From an optimization exercise on the open Yosys and OpenROAD flow, aimed at small area, a short achievable clock period and few clock cycles per item; shortcuts taken in it are not production practice. Only simulation tests tie the RTL to the original design; equivalence was not proved. Power is estimated from default activity; no workload was simulated.

==> inputs of v13 <==
==> flow/design.v <==
package legv8_pkg;
  typedef enum logic [10:0] {
    OP_ADD  = 11'b10001011000,
    OP_SUB  = 11'b11001011000,
    OP_AND  = 11'b10001010000,
    OP_ORR  = 11'b10101010000,
    OP_LDUR = 11'b11111000010,
    OP_STUR = 11'b11111000000
  } opcode_e;
  typedef enum logic [1:0] {
    ALU_ADD,
    ALU_SUB,
    ALU_AND,
    ALU_ORR
  } alu_op_e;
  typedef struct packed {
    alu_op_e alu_op;
    logic    alu_src;     
    logic    mem_read;
    logic    mem_write;
    logic    reg_write;   
    logic    use_rn;      
    logic    use_rm;      
  } ctrl_t;
endpackage
`timescale 1ns/1ps
module legv8_decoder (
  input  logic [32-1:0]    instr,
  output legv8_pkg::ctrl_t             ctrl,
  output logic [5-1:0] rn,
  output logic [5-1:0] rm,
  output logic [5-1:0] rd,
  output logic [9-1:0]      imm
);
  logic [10:0] opcode;
  logic        rd_live;
  assign opcode   = instr[32-1 -: 11];
  assign rd_live  = (instr[4:0] != 31);
  assign rn  = instr[9:5];
  assign rd  = instr[4:0];                               
  assign rm  = instr[28] ? instr[4:0] : instr[20:16];
  assign imm = instr[12 +: 9];
  always_comb begin
    ctrl        = '0;
    ctrl.alu_op = legv8_pkg::ALU_ADD;
    case (opcode)
      legv8_pkg::OP_ADD: begin
        ctrl.reg_write = rd_live;
        ctrl.use_rn    = 1'b1;
        ctrl.use_rm    = 1'b1;
      end
      legv8_pkg::OP_SUB: begin
        ctrl.alu_op    = legv8_pkg::ALU_SUB;
        ctrl.reg_write = rd_live;
        ctrl.use_rn    = 1'b1;
        ctrl.use_rm    = 1'b1;
      end
      legv8_pkg::OP_AND: begin
        ctrl.alu_op    = legv8_pkg::ALU_AND;
        ctrl.reg_write = rd_live;
        ctrl.use_rn    = 1'b1;
        ctrl.use_rm    = 1'b1;
      end
      legv8_pkg::OP_ORR: begin
        ctrl.alu_op    = legv8_pkg::ALU_ORR;
        ctrl.reg_write = rd_live;
        ctrl.use_rn    = 1'b1;
        ctrl.use_rm    = 1'b1;
      end
      legv8_pkg::OP_LDUR: begin
        ctrl.alu_src   = 1'b1;    
        ctrl.mem_read  = 1'b1;
        ctrl.reg_write = rd_live;
        ctrl.use_rn    = 1'b1;
      end
      legv8_pkg::OP_STUR: begin
        ctrl.alu_src   = 1'b1;
        ctrl.mem_write = 1'b1;
        ctrl.use_rn    = 1'b1;
      end
      default: begin
        ctrl = '0;                
      end
    endcase
  end
endmodule
`timescale 1ns/1ps
module legv8_regfile (
  input  logic                         CLOCK,
  input  logic                         rst_n,
  input  logic [5-1:0] rn,
  input  logic [5-1:0] rm,
  input  logic [32-2:0]  rn_onehot,    
  input  logic [32-2:0]  rm_onehot,
  output logic [64-1:0]       rn_data,
  output logic [64-1:0]       rm_data,
  input  logic                         wr_en,      
  input  logic [5-1:0] wr_rd,
  input  logic [64-1:0]       wr_data
);
  localparam int N = 32 - 1;    
  logic [64-1:0] regs [N];
  logic [N-1:0]           valid;
  logic [N-1:0]           wr_sel;
  logic [N-1:0]           rn_sel;
  logic [N-1:0]           rm_sel;
  logic                   rn_byp;
  logic                   rm_byp;
  always_comb begin
    for (int i = 0; i < N; i++) begin
      wr_sel[i] = wr_en && (wr_rd == i[5-1:0]);
    end
  end
  always_ff @(posedge CLOCK or negedge rst_n) begin
    if (!rst_n) begin
      valid <= '0;
    end else begin
      valid <= valid | wr_sel;
    end
  end
  always_ff @(posedge CLOCK) begin
    for (int i = 0; i < N; i++) begin
      if (wr_sel[i]) regs[i] <= wr_data;
    end
  end
  assign rn_byp = wr_en && (wr_rd == rn);
  assign rm_byp = wr_en && (wr_rd == rm);
  always_comb begin
    for (int i = 0; i < N; i++) begin
      rn_sel[i] = valid[i] && rn_onehot[i];
      rm_sel[i] = valid[i] && rm_onehot[i];
    end
  end
  logic [64-1:0] rn_read;
  logic [64-1:0] rm_read;
  always_comb begin
    rn_read = '0;
    rm_read = '0;
    for (int i = 0; i < N; i++) begin
      rn_read = rn_read | (regs[i] & {64{rn_sel[i]}});
      rm_read = rm_read | (regs[i] & {64{rm_sel[i]}});
    end
  end
  assign rn_data = rn_byp ? wr_data : rn_read;
  assign rm_data = rm_byp ? wr_data : rm_read;
endmodule
`timescale 1ns/1ps
module legv8_hazard_unit (
  input  logic                         id_use_rn,
  input  logic                         id_use_rm,
  input  logic                         id_store,
  input  logic [5-1:0] id_rn,
  input  logic [5-1:0] id_rm,
  input  logic [5-1:0] ex_rd,
  input  logic                         ex_reg_write,
  input  logic                         ex_mem_read,
  output logic                         stall,
  output logic                         fwd_a,      
  output logic                         fwd_b,      
  output logic                         fwd_ld      
);
  logic hit_rn;
  logic hit_rm;
  assign hit_rn = ex_reg_write && (ex_rd == id_rn);
  assign hit_rm = ex_reg_write && (ex_rd == id_rm);
  assign stall  = ex_mem_read && ((id_use_rn && hit_rn) || (id_use_rm && hit_rm));
  assign fwd_a  = !ex_mem_read && hit_rn;
  assign fwd_b  = !ex_mem_read && hit_rm;
  assign fwd_ld = ex_mem_read && id_store && hit_rm;
endmodule
`timescale 1ns/1ps
module legv8_execute (
  input  logic                       sub,         
  input  logic                       logic_op,    
  input  logic                       and_op,      
  input  logic                       inv_next,    
  input  logic [64-1:0]     op_a,
  input  logic [64-1:0]     op_b,
  output logic [64-1:0]     alu_result,
  output logic [64-1:0]     result_inv
);
  localparam int W = 64;
  logic [W-1:0] g [7];
  logic [W-1:0] p [7];
  logic [W-1:0] carry;
  logic [W-1:0] bits;
  logic [W-1:0] x0;
  logic [W-1:0] x1;
  always_comb begin
    g[0] = op_a & op_b;
    p[0] = op_a ^ op_b;
    for (int l = 0; l < 6; l++) begin
      for (int i = 0; i < W; i++) begin
        if (i >= (1 << l)) begin
          g[l+1][i] = g[l][i] | (p[l][i] & g[l][i - (1 << l)]);
          p[l+1][i] = p[l][i] & p[l][i - (1 << l)];
        end else begin
          g[l+1][i] = g[l][i];
          p[l+1][i] = p[l][i];
        end
      end
    end
    carry[0] = sub;
    for (int i = 1; i < W; i++) begin
      carry[i] = g[6][i-1] | (p[6][i-1] & sub);
    end
  end
  assign bits = and_op ? (op_a & op_b) : (op_a | op_b);
  assign x0   = logic_op ? bits : p[0];
  assign x1   = logic_op ? bits : ~p[0];
  always_comb begin
    for (int i = 0; i < W; i++) begin
      alu_result[i] = carry[i] ? x1[i] : x0[i];
      result_inv[i] = carry[i] ? (x1[i] ^ inv_next) : (x0[i] ^ inv_next);
    end
  end
endmodule
`timescale 1ns/1ps
module legv8_core (
  input  logic                         CLOCK,
  input  logic                         rst_n,
  output logic [64-1:0]       imem_addr,
  input  logic [32-1:0]    imem_data,
  output logic [64-1:0]       dmem_addr,
  output logic [64-1:0]       dmem_wdata,
  output logic                         dmem_we,
  output logic                         dmem_re,
  input  logic [64-1:0]       dmem_rdata,
  output logic                         wb_valid,
  output logic [5-1:0] wb_rd,
  output logic [64-1:0]       wb_data
);
  logic [64-1:0]       pc;
  legv8_pkg::ctrl_t             dec_ctrl;
  logic [5-1:0] dec_rn;
  logic [5-1:0] dec_rm;
  logic [5-1:0] dec_rd;
  logic [9-1:0]      dec_imm;
  logic [64-1:0]       rn_data;
  logic [64-1:0]       rm_data;
  logic                         stall;
  logic                         fwd_a_next;
  logic                         fwd_b_next;
  logic                         fwd_ld_next;
  logic [64-1:0]       alu_result;
  logic [64-1:0]       result_inv;
  logic [64-1:0]       store_data;
  logic [64-1:0]       wb_value;
  logic                         ex_mem_read;
  logic                         ex_mem_write;
  logic                         ex_reg_write;
  logic [5-1:0] ex_rd;
  logic                         ex_sub;
  logic                         ex_logic_op;
  logic                         ex_and_op;
  logic                         ex_fwd_ld;
  logic [64-1:0]       ex_op_a;
  logic [64-1:0]       ex_op_b;
  logic [64-1:0]       ex_st_data;
  logic                         mem_mem_read;
  logic                         mem_mem_write;
  logic                         mem_reg_write;
  logic [5-1:0] mem_rd;
  logic [64-1:0]       mem_alu_result;
  logic [64-1:0]       mem_store_data;
  logic [32-1:0]      id_instr;
  logic [32-2:0]    id_rn_onehot;
  logic [32-2:0]    id_rm_onehot;
  logic [5-1:0]   if_rm;
  assign if_rm = imem_data[28] ? imem_data[4:0] : imem_data[20:16];
  always_ff @(posedge CLOCK or negedge rst_n) begin
    if (!rst_n) begin
      pc                 <= '0;
      id_instr[31:21]    <= '0;             
    end else if (!stall) begin
      pc                 <= pc + 4;
      id_instr[31:21]    <= imem_data[31:21];
    end
  end
  always_ff @(posedge CLOCK) begin
    if (!stall) begin
      id_instr[20:0] <= imem_data[20:0];
      for (int i = 0; i < 32 - 1; i++) begin
        id_rn_onehot[i] <= (imem_data[9:5] == i[5-1:0]);
        id_rm_onehot[i] <= (if_rm == i[5-1:0]);
      end
    end
  end
  assign imem_addr = pc;
  legv8_decoder u_decoder (
    .instr (id_instr),
    .ctrl  (dec_ctrl),
    .rn    (dec_rn),
    .rm    (dec_rm),
    .rd    (dec_rd),
    .imm   (dec_imm)
  );
  legv8_regfile u_regfile (
    .CLOCK     (CLOCK),
    .rst_n     (rst_n),
    .rn        (dec_rn),
    .rm        (dec_rm),
    .rn_onehot (id_rn_onehot),
    .rm_onehot (id_rm_onehot),
    .rn_data   (rn_data),
    .rm_data   (rm_data),
    .wr_en     (mem_reg_write),
    .wr_rd     (mem_rd),
    .wr_data   (wb_value)
  );
  legv8_hazard_unit u_hazard (
    .id_use_rn    (dec_ctrl.use_rn),
    .id_use_rm    (dec_ctrl.use_rm),
    .id_store     (dec_ctrl.mem_write),
    .id_rn        (dec_rn),
    .id_rm        (dec_rm),
    .ex_rd        (ex_rd),
    .ex_reg_write (ex_reg_write),
    .ex_mem_read  (ex_mem_read),
    .stall        (stall),
    .fwd_a        (fwd_a_next),
    .fwd_b        (fwd_b_next),
    .fwd_ld       (fwd_ld_next)
  );
  always_ff @(posedge CLOCK or negedge rst_n) begin
    if (!rst_n) begin
      ex_mem_read  <= 1'b0;
      ex_mem_write <= 1'b0;
      ex_reg_write <= 1'b0;
    end else begin
      ex_mem_read  <= dec_ctrl.mem_read  && !stall;    
      ex_mem_write <= dec_ctrl.mem_write && !stall;
      ex_reg_write <= dec_ctrl.reg_write && !stall;
    end
  end
  logic                   dec_sub;
  logic [64-1:0] a_val;
  logic [64-1:0] b_val;
  assign dec_sub = (dec_ctrl.alu_op == legv8_pkg::ALU_SUB);
  assign a_val   = fwd_a_next ? alu_result : rn_data;
  assign b_val   = fwd_b_next ? alu_result : rm_data;    
  always_ff @(posedge CLOCK) begin
    ex_sub      <= dec_sub;
    ex_logic_op <= (dec_ctrl.alu_op == legv8_pkg::ALU_AND) ||
                   (dec_ctrl.alu_op == legv8_pkg::ALU_ORR);
    ex_and_op   <= (dec_ctrl.alu_op == legv8_pkg::ALU_AND);
    ex_rd       <= dec_rd;
    ex_fwd_ld   <= fwd_ld_next;
    ex_op_a     <= a_val;
    ex_op_b     <= dec_ctrl.alu_src
                 ? {{(64 - 9){dec_imm[9-1]}}, dec_imm}
                 : fwd_b_next ? result_inv : rm_data ^ {64{dec_sub}};
    ex_st_data  <= b_val;
  end
  legv8_execute u_execute (
    .sub        (ex_sub),
    .logic_op   (ex_logic_op),
    .and_op     (ex_and_op),
    .op_a       (ex_op_a),
    .inv_next   (dec_sub),
    .op_b       (ex_op_b),
    .alu_result (alu_result),
    .result_inv (result_inv)
  );
  assign store_data = ex_fwd_ld ? dmem_rdata : ex_st_data;
  always_ff @(posedge CLOCK or negedge rst_n) begin
    if (!rst_n) begin
      mem_mem_read  <= 1'b0;
      mem_mem_write <= 1'b0;
      mem_reg_write <= 1'b0;
    end else begin
      mem_mem_read  <= ex_mem_read;
      mem_mem_write <= ex_mem_write;
      mem_reg_write <= ex_reg_write;
    end
  end
  always_ff @(posedge CLOCK) begin
    mem_rd         <= ex_rd;
    mem_alu_result <= alu_result;
    mem_store_data <= store_data;
  end
  assign dmem_addr  = mem_alu_result;
  assign dmem_wdata = mem_store_data;
  assign dmem_we    = mem_mem_write;
  assign dmem_re    = mem_mem_read;
  assign wb_value = mem_mem_read ? dmem_rdata : mem_alu_result;
  always_ff @(posedge CLOCK or negedge rst_n) begin
    if (!rst_n) begin
      wb_valid <= 1'b0;
    end else begin
      wb_valid <= mem_reg_write;
    end
  end
  always_ff @(posedge CLOCK) begin
    wb_rd   <= mem_rd;
    wb_data <= wb_value;
  end
endmodule
==> flow/run.sh <==
#!/bin/bash
# synth_recipe.tcl (not shown) runs the flow's synth.tcl, then flattens the netlist and writes it again
# the make line also repeats each setting of config.mk as NAME=value (left out here)
make -C /OpenROAD-flow-scripts/flow DESIGN_CONFIG=/design/flow/config.mk WORK_HOME=/design/flow/orfs CLKGATE_MAP_FILE= SYNTH_SCRIPT=/design/flow/synth_recipe.tcl finish
==> flow/config.mk <==
export PLATFORM = sky130hd
export DESIGN_NAME = legv8_core
export DESIGN_NICKNAME = legv8_core
export VERILOG_FILES = /design/flow/design.v
export SDC_FILE = /design/flow/constraint.sdc
export NUM_CORES = 4
export LEC_CHECK = 0
export CAP_MARGIN = 20
export CORE_MARGIN = 2
export CORE_UTILIZATION = 45
export CTS_CLUSTER_DIAMETER = 100
export CTS_CLUSTER_SIZE = 24
export GPL_ROUTABILITY_DRIVEN = 1
export PLACE_DENSITY = 0.6
export SETUP_SLACK_MARGIN = 3.8
export SLEW_MARGIN = 20
==> flow/constraint.sdc <==
create_clock -name core_clock -period 7.5 [get_ports {CLOCK}]
set_input_delay 1.5000 -clock core_clock [delete_from_list [all_inputs] [get_ports {CLOCK}]]
set_output_delay 1.5000 -clock core_clock [all_outputs]
set_load 0.01 [all_outputs]
==> inputs of v22, as changes to v13 <==
--- a/flow/design.v
+++ b/flow/design.v
@@ -88,10 +88,10 @@
 module legv8_regfile (
   input  logic                         CLOCK,
   input  logic                         rst_n,
-  input  logic [5-1:0] rn,
-  input  logic [5-1:0] rm,
   input  logic [32-2:0]  rn_onehot,    
   input  logic [32-2:0]  rm_onehot,
+  input  logic                         rn_byp,       
+  input  logic                         rm_byp,
   output logic [64-1:0]       rn_data,
   output logic [64-1:0]       rm_data,
   input  logic                         wr_en,      
@@ -104,8 +104,6 @@
   logic [N-1:0]           wr_sel;
   logic [N-1:0]           rn_sel;
   logic [N-1:0]           rm_sel;
-  logic                   rn_byp;
-  logic                   rm_byp;
   always_comb begin
     for (int i = 0; i < N; i++) begin
       wr_sel[i] = wr_en && (wr_rd == i[5-1:0]);
@@ -123,8 +121,6 @@
       if (wr_sel[i]) regs[i] <= wr_data;
     end
   end
-  assign rn_byp = wr_en && (wr_rd == rn);
-  assign rm_byp = wr_en && (wr_rd == rm);
   always_comb begin
     for (int i = 0; i < N; i++) begin
       rn_sel[i] = valid[i] && rn_onehot[i];
@@ -146,27 +142,49 @@
 endmodule
 `timescale 1ns/1ps
 module legv8_hazard_unit (
-  input  logic                         id_use_rn,
-  input  logic                         id_use_rm,
+  input  logic                         CLOCK,
+  input  logic                         rst_n,
+  input  logic                         if_use_rn,
+  input  logic                         if_use_rm,
+  input  logic [5-1:0] if_rn,
+  input  logic [5-1:0] if_rm,
   input  logic                         id_store,
-  input  logic [5-1:0] id_rn,
   input  logic [5-1:0] id_rm,
+  input  logic [5-1:0] id_rd,
+  input  logic                         id_reg_write,
+  input  logic                         id_mem_read,
   input  logic [5-1:0] ex_rd,
   input  logic                         ex_reg_write,
   input  logic                         ex_mem_read,
+  output logic                         stall_next,
   output logic                         stall,
   output logic                         fwd_a,      
   output logic                         fwd_b,      
+  output logic                         byp_a,      
+  output logic                         byp_b,      
   output logic                         fwd_ld      
 );
   logic hit_rn;
   logic hit_rm;
-  assign hit_rn = ex_reg_write && (ex_rd == id_rn);
-  assign hit_rm = ex_reg_write && (ex_rd == id_rm);
-  assign stall  = ex_mem_read && ((id_use_rn && hit_rn) || (id_use_rm && hit_rm));
-  assign fwd_a  = !ex_mem_read && hit_rn;
-  assign fwd_b  = !ex_mem_read && hit_rm;
-  assign fwd_ld = ex_mem_read && id_store && hit_rm;
+  assign hit_rn = !stall && id_reg_write && (id_rd == if_rn);
+  assign hit_rm = !stall && id_reg_write && (id_rd == if_rm);
+  assign stall_next = id_mem_read && ((if_use_rn && hit_rn) || (if_use_rm && hit_rm));
+  always_ff @(posedge CLOCK or negedge rst_n) begin
+    if (!rst_n) begin
+      stall <= 1'b0;
+      fwd_a <= 1'b0;
+      fwd_b <= 1'b0;
+      byp_a <= 1'b0;
+      byp_b <= 1'b0;
+    end else begin
+      stall <= stall_next;
+      fwd_a <= !id_mem_read && hit_rn;
+      fwd_b <= !id_mem_read && hit_rm;
+      byp_a <= ex_reg_write && (ex_rd == if_rn);
+      byp_b <= ex_reg_write && (ex_rd == if_rm);
+    end
+  end
+  assign fwd_ld = ex_mem_read && id_store && ex_reg_write && (ex_rd == id_rm);
 endmodule
 `timescale 1ns/1ps
 module legv8_execute (
@@ -239,6 +257,7 @@
   logic [64-1:0]       rn_data;
   logic [64-1:0]       rm_data;
   logic                         stall;
+  logic                         stall_next;
   logic                         fwd_a_next;
   logic                         fwd_b_next;
   logic                         fwd_ld_next;
@@ -270,20 +289,26 @@
   assign if_rm = imem_data[28] ? imem_data[4:0] : imem_data[20:16];
   always_ff @(posedge CLOCK or negedge rst_n) begin
     if (!rst_n) begin
-      pc                 <= '0;
-      id_instr[31:21]    <= '0;             
-    end else if (!stall) begin
-      pc                 <= pc + 4;
-      id_instr[31:21]    <= imem_data[31:21];
+      pc <= '0;
+    end else if (!stall_next) begin
+      pc <= pc + 4;
     end
   end
+  logic [10:0] id_opcode;
+  logic [20:0] id_fields;
+  always_ff @(posedge CLOCK or negedge rst_n) begin
+    if (!rst_n) begin
+      id_opcode <= '0;                      
+    end else begin
+      id_opcode <= imem_data[31:21];
+    end
+  end
+  assign id_instr = {id_opcode, id_fields};
   always_ff @(posedge CLOCK) begin
-    if (!stall) begin
-      id_instr[20:0] <= imem_data[20:0];
-      for (int i = 0; i < 32 - 1; i++) begin
-        id_rn_onehot[i] <= (imem_data[9:5] == i[5-1:0]);
-        id_rm_onehot[i] <= (if_rm == i[5-1:0]);
-      end
+    id_fields <= imem_data[20:0];
+    for (int i = 0; i < 32 - 1; i++) begin
+      id_rn_onehot[i] <= (imem_data[9:5] == i[5-1:0]);
+      id_rm_onehot[i] <= (if_rm == i[5-1:0]);
     end
   end
   assign imem_addr = pc;
@@ -298,28 +323,52 @@
   legv8_regfile u_regfile (
     .CLOCK     (CLOCK),
     .rst_n     (rst_n),
-    .rn        (dec_rn),
-    .rm        (dec_rm),
     .rn_onehot (id_rn_onehot),
     .rm_onehot (id_rm_onehot),
+    .rn_byp    (byp_a),
+    .rm_byp    (byp_b),
     .rn_data   (rn_data),
     .rm_data   (rm_data),
     .wr_en     (mem_reg_write),
     .wr_rd     (mem_rd),
     .wr_data   (wb_value)
   );
+  legv8_pkg::ctrl_t             if_ctrl;
+  logic [5-1:0] if_rn_unused;
+  logic [5-1:0] if_rm_unused;
+  logic [5-1:0] if_rd_unused;
+  logic [9-1:0]      if_imm_unused;
+  logic                         byp_a;
+  logic                         byp_b;
+  legv8_decoder u_if_decoder (
+    .instr (imem_data),
+    .ctrl  (if_ctrl),
+    .rn    (if_rn_unused),
+    .rm    (if_rm_unused),
+    .rd    (if_rd_unused),
+    .imm   (if_imm_unused)
+  );
   legv8_hazard_unit u_hazard (
-    .id_use_rn    (dec_ctrl.use_rn),
-    .id_use_rm    (dec_ctrl.use_rm),
+    .CLOCK        (CLOCK),
+    .rst_n        (rst_n),
+    .if_use_rn    (if_ctrl.use_rn),
+    .if_use_rm    (if_ctrl.use_rm),
+    .if_rn        (imem_data[9:5]),
+    .if_rm        (if_rm),
     .id_store     (dec_ctrl.mem_write),
-    .id_rn        (dec_rn),
     .id_rm        (dec_rm),
+    .id_rd        (dec_rd),
+    .id_reg_write (dec_ctrl.reg_write),
+    .id_mem_read  (dec_ctrl.mem_read),
     .ex_rd        (ex_rd),
     .ex_reg_write (ex_reg_write),
     .ex_mem_read  (ex_mem_read),
+    .stall_next   (stall_next),
     .stall        (stall),
     .fwd_a        (fwd_a_next),
     .fwd_b        (fwd_b_next),
+    .byp_a        (byp_a),
+    .byp_b        (byp_b),
     .fwd_ld       (fwd_ld_next)
   );
   always_ff @(posedge CLOCK or negedge rst_n) begin
- CORE_UTILIZATION: 45 -> 35
- PLACE_DENSITY: 0.6 -> 0.5
- SETUP_SLACK_MARGIN: 3.8 -> 4.0
==> inputs of v7, as changes to v13 <==
--- a/flow/design.v
+++ b/flow/design.v
@@ -88,10 +88,10 @@
 module legv8_regfile (
   input  logic                         CLOCK,
   input  logic                         rst_n,
-  input  logic [5-1:0] rn,
-  input  logic [5-1:0] rm,
   input  logic [32-2:0]  rn_onehot,    
   input  logic [32-2:0]  rm_onehot,
+  input  logic                         rn_byp,       
+  input  logic                         rm_byp,
   output logic [64-1:0]       rn_data,
   output logic [64-1:0]       rm_data,
   input  logic                         wr_en,      
@@ -104,8 +104,6 @@
   logic [N-1:0]           wr_sel;
   logic [N-1:0]           rn_sel;
   logic [N-1:0]           rm_sel;
-  logic                   rn_byp;
-  logic                   rm_byp;
   always_comb begin
     for (int i = 0; i < N; i++) begin
       wr_sel[i] = wr_en && (wr_rd == i[5-1:0]);
@@ -123,8 +121,6 @@
       if (wr_sel[i]) regs[i] <= wr_data;
     end
   end
-  assign rn_byp = wr_en && (wr_rd == rn);
-  assign rm_byp = wr_en && (wr_rd == rm);
   always_comb begin
     for (int i = 0; i < N; i++) begin
       rn_sel[i] = valid[i] && rn_onehot[i];
@@ -146,27 +142,49 @@
 endmodule
 `timescale 1ns/1ps
 module legv8_hazard_unit (
-  input  logic                         id_use_rn,
-  input  logic                         id_use_rm,
+  input  logic                         CLOCK,
+  input  logic                         rst_n,
+  input  logic                         if_use_rn,
+  input  logic                         if_use_rm,
+  input  logic [5-1:0] if_rn,
+  input  logic [5-1:0] if_rm,
   input  logic                         id_store,
-  input  logic [5-1:0] id_rn,
   input  logic [5-1:0] id_rm,
+  input  logic [5-1:0] id_rd,
+  input  logic                         id_reg_write,
+  input  logic                         id_mem_read,
   input  logic [5-1:0] ex_rd,
   input  logic                         ex_reg_write,
   input  logic                         ex_mem_read,
+  output logic                         stall_next,
   output logic                         stall,
   output logic                         fwd_a,      
   output logic                         fwd_b,      
+  output logic                         byp_a,      
+  output logic                         byp_b,      
   output logic                         fwd_ld      
 );
   logic hit_rn;
   logic hit_rm;
-  assign hit_rn = ex_reg_write && (ex_rd == id_rn);
-  assign hit_rm = ex_reg_write && (ex_rd == id_rm);
-  assign stall  = ex_mem_read && ((id_use_rn && hit_rn) || (id_use_rm && hit_rm));
-  assign fwd_a  = !ex_mem_read && hit_rn;
-  assign fwd_b  = !ex_mem_read && hit_rm;
-  assign fwd_ld = ex_mem_read && id_store && hit_rm;
+  assign hit_rn = !stall && id_reg_write && (id_rd == if_rn);
+  assign hit_rm = !stall && id_reg_write && (id_rd == if_rm);
+  assign stall_next = id_mem_read && ((if_use_rn && hit_rn) || (if_use_rm && hit_rm));
+  always_ff @(posedge CLOCK or negedge rst_n) begin
+    if (!rst_n) begin
+      stall <= 1'b0;
+      fwd_a <= 1'b0;
+      fwd_b <= 1'b0;
+      byp_a <= 1'b0;
+      byp_b <= 1'b0;
+    end else begin
+      stall <= stall_next;
+      fwd_a <= !id_mem_read && hit_rn;
+      fwd_b <= !id_mem_read && hit_rm;
+      byp_a <= ex_reg_write && (ex_rd == if_rn);
+      byp_b <= ex_reg_write && (ex_rd == if_rm);
+    end
+  end
+  assign fwd_ld = ex_mem_read && id_store && ex_reg_write && (ex_rd == id_rm);
 endmodule
 `timescale 1ns/1ps
 module legv8_execute (
@@ -239,6 +257,7 @@
   logic [64-1:0]       rn_data;
   logic [64-1:0]       rm_data;
   logic                         stall;
+  logic                         stall_next;
   logic                         fwd_a_next;
   logic                         fwd_b_next;
   logic                         fwd_ld_next;
@@ -270,20 +289,26 @@
   assign if_rm = imem_data[28] ? imem_data[4:0] : imem_data[20:16];
   always_ff @(posedge CLOCK or negedge rst_n) begin
     if (!rst_n) begin
-      pc                 <= '0;
-      id_instr[31:21]    <= '0;             
-    end else if (!stall) begin
-      pc                 <= pc + 4;
-      id_instr[31:21]    <= imem_data[31:21];
+      pc <= '0;
+    end else if (!stall_next) begin
+      pc <= pc + 4;
     end
   end
+  logic [10:0] id_opcode;
+  logic [20:0] id_fields;
+  always_ff @(posedge CLOCK or negedge rst_n) begin
+    if (!rst_n) begin
+      id_opcode <= '0;                      
+    end else begin
+      id_opcode <= imem_data[31:21];
+    end
+  end
+  assign id_instr = {id_opcode, id_fields};
   always_ff @(posedge CLOCK) begin
-    if (!stall) begin
-      id_instr[20:0] <= imem_data[20:0];
-      for (int i = 0; i < 32 - 1; i++) begin
-        id_rn_onehot[i] <= (imem_data[9:5] == i[5-1:0]);
-        id_rm_onehot[i] <= (if_rm == i[5-1:0]);
-      end
+    id_fields <= imem_data[20:0];
+    for (int i = 0; i < 32 - 1; i++) begin
+      id_rn_onehot[i] <= (imem_data[9:5] == i[5-1:0]);
+      id_rm_onehot[i] <= (if_rm == i[5-1:0]);
     end
   end
   assign imem_addr = pc;
@@ -298,28 +323,52 @@
   legv8_regfile u_regfile (
     .CLOCK     (CLOCK),
     .rst_n     (rst_n),
-    .rn        (dec_rn),
-    .rm        (dec_rm),
     .rn_onehot (id_rn_onehot),
     .rm_onehot (id_rm_onehot),
+    .rn_byp    (byp_a),
+    .rm_byp    (byp_b),
     .rn_data   (rn_data),
     .rm_data   (rm_data),
     .wr_en     (mem_reg_write),
     .wr_rd     (mem_rd),
     .wr_data   (wb_value)
   );
+  legv8_pkg::ctrl_t             if_ctrl;
+  logic [5-1:0] if_rn_unused;
+  logic [5-1:0] if_rm_unused;
+  logic [5-1:0] if_rd_unused;
+  logic [9-1:0]      if_imm_unused;
+  logic                         byp_a;
+  logic                         byp_b;
+  legv8_decoder u_if_decoder (
+    .instr (imem_data),
+    .ctrl  (if_ctrl),
+    .rn    (if_rn_unused),
+    .rm    (if_rm_unused),
+    .rd    (if_rd_unused),
+    .imm   (if_imm_unused)
+  );
   legv8_hazard_unit u_hazard (
-    .id_use_rn    (dec_ctrl.use_rn),
-    .id_use_rm    (dec_ctrl.use_rm),
+    .CLOCK        (CLOCK),
+    .rst_n        (rst_n),
+    .if_use_rn    (if_ctrl.use_rn),
+    .if_use_rm    (if_ctrl.use_rm),
+    .if_rn        (imem_data[9:5]),
+    .if_rm        (if_rm),
     .id_store     (dec_ctrl.mem_write),
-    .id_rn        (dec_rn),
     .id_rm        (dec_rm),
+    .id_rd        (dec_rd),
+    .id_reg_write (dec_ctrl.reg_write),
+    .id_mem_read  (dec_ctrl.mem_read),
     .ex_rd        (ex_rd),
     .ex_reg_write (ex_reg_write),
     .ex_mem_read  (ex_mem_read),
+    .stall_next   (stall_next),
     .stall        (stall),
     .fwd_a        (fwd_a_next),
     .fwd_b        (fwd_b_next),
+    .byp_a        (byp_a),
+    .byp_b        (byp_b),
     .fwd_ld       (fwd_ld_next)
   );
   always_ff @(posedge CLOCK or negedge rst_n) begin
- CORE_UTILIZATION: 45 -> 35
- PLACE_DENSITY: 0.6 -> 0.5
- SETUP_SLACK_MARGIN: 3.8 -> 4.2
==> comparison table <==
|  | v7 | v13 | v22 |
|---|---|---|---|
| P_clk | 9.00 mW | 8.51 mW | 8.89 mW |
| Met1 global-route usage | 45.5% | 51.6% | 45.1% |
| Initial DRT Pass Iterations | 8 | 17 | 8 |
| Status | finished clean | finished clean | finished clean |
| Number of cells on the worst reg-to-reg path | 4 | 8 | 12 |
| Syn Area/Cell | 13.4 um^2 | 13.8 um^2 | 13.4 um^2 |
| Power density of the placed cells | 192 mW/mm^2 | 198 mW/mm^2 | 196 mW/mm^2 |
| Share of layout cells above drive strength 1 | 15.9% | 9.87% | 12.5% |
| Switching portion of total power | 22.2% | 21.3% | 22.0% |
| Highest clock rate | 0.271 GHz | 0.254 GHz | 0.269 GHz |
| Placer congestion estimate | 0.949 | 0.969 | 0.951 |
| Post-synthesis share of cell area spent on xor and xnor gates | 1.47% | 1.38% | 1.47% |
| Worst setup path endpoint | u_regfile.regs[26][18] | ex_op_a[57] | ex_op_b[36] |
| Delay of the slowest critical-path stage | 1060 ps | 780 ps | 660 ps |
| Vertical extent of the die | 561 um | 496 um | 561 um |
| Post-DP Area | 0.118 mm^2 | 0.117 mm^2 | 0.118 mm^2 |
| Clock Network Area Fraction | 3.37% | 3.31% | 3.37% |
| X dimension of the die | 561 um | 496 um | 561 um |
| Reg power frac | 62.0% | 63.5% | 62.4% |
| Proportion of synthesized flip-flops having asynchronous set or reset | 4.50% | 4.30% | 4.50% |
Testbench counts of v13, summed over its fixed seeds: cycles 16,993, instrs 16,000.
Testbench counts of v22, summed over its fixed seeds: cycles 16,993, instrs 16,000.
Testbench counts of v7, summed over its fixed seeds: cycles 16,993, instrs 16,000.

[static timing again, ports no longer ideal]
Ports are ideal in the flow. The routed layouts listed here were re-timed in OpenROAD.
Step 1, drivers: a clkbuf_16 drives CLOCK and a buf_2 each remaining input, both assumed.
Step 2 also shifts input and output timing later by t, the mid clock arrival at the registers, as if the neighbouring blocks saw the same clock.
Three values: no drivers, after step 1, after step 2; two values: the first two.
| run | shift t [ns] | setup slack, ns | latest minus earliest clock arrival (ns) |
|---|---|---|---|
| v13 | 0.961 | 3.564 / 3.564 / 3.490 | 0.056 / 0.057 |
| v22 | 0.992 | 3.784 / 3.784 / 3.092 | 0.062 / 0.061 |
| v7 | 0.996 | 3.813 / 3.813 / 3.230 | 0.082 / 0.081 |
After both steps setup and hold are still met in every run listed. For v22, which loses most, drivers alone change the setup slack by 0.000 ns; drivers and shift together by -0.692 ns.
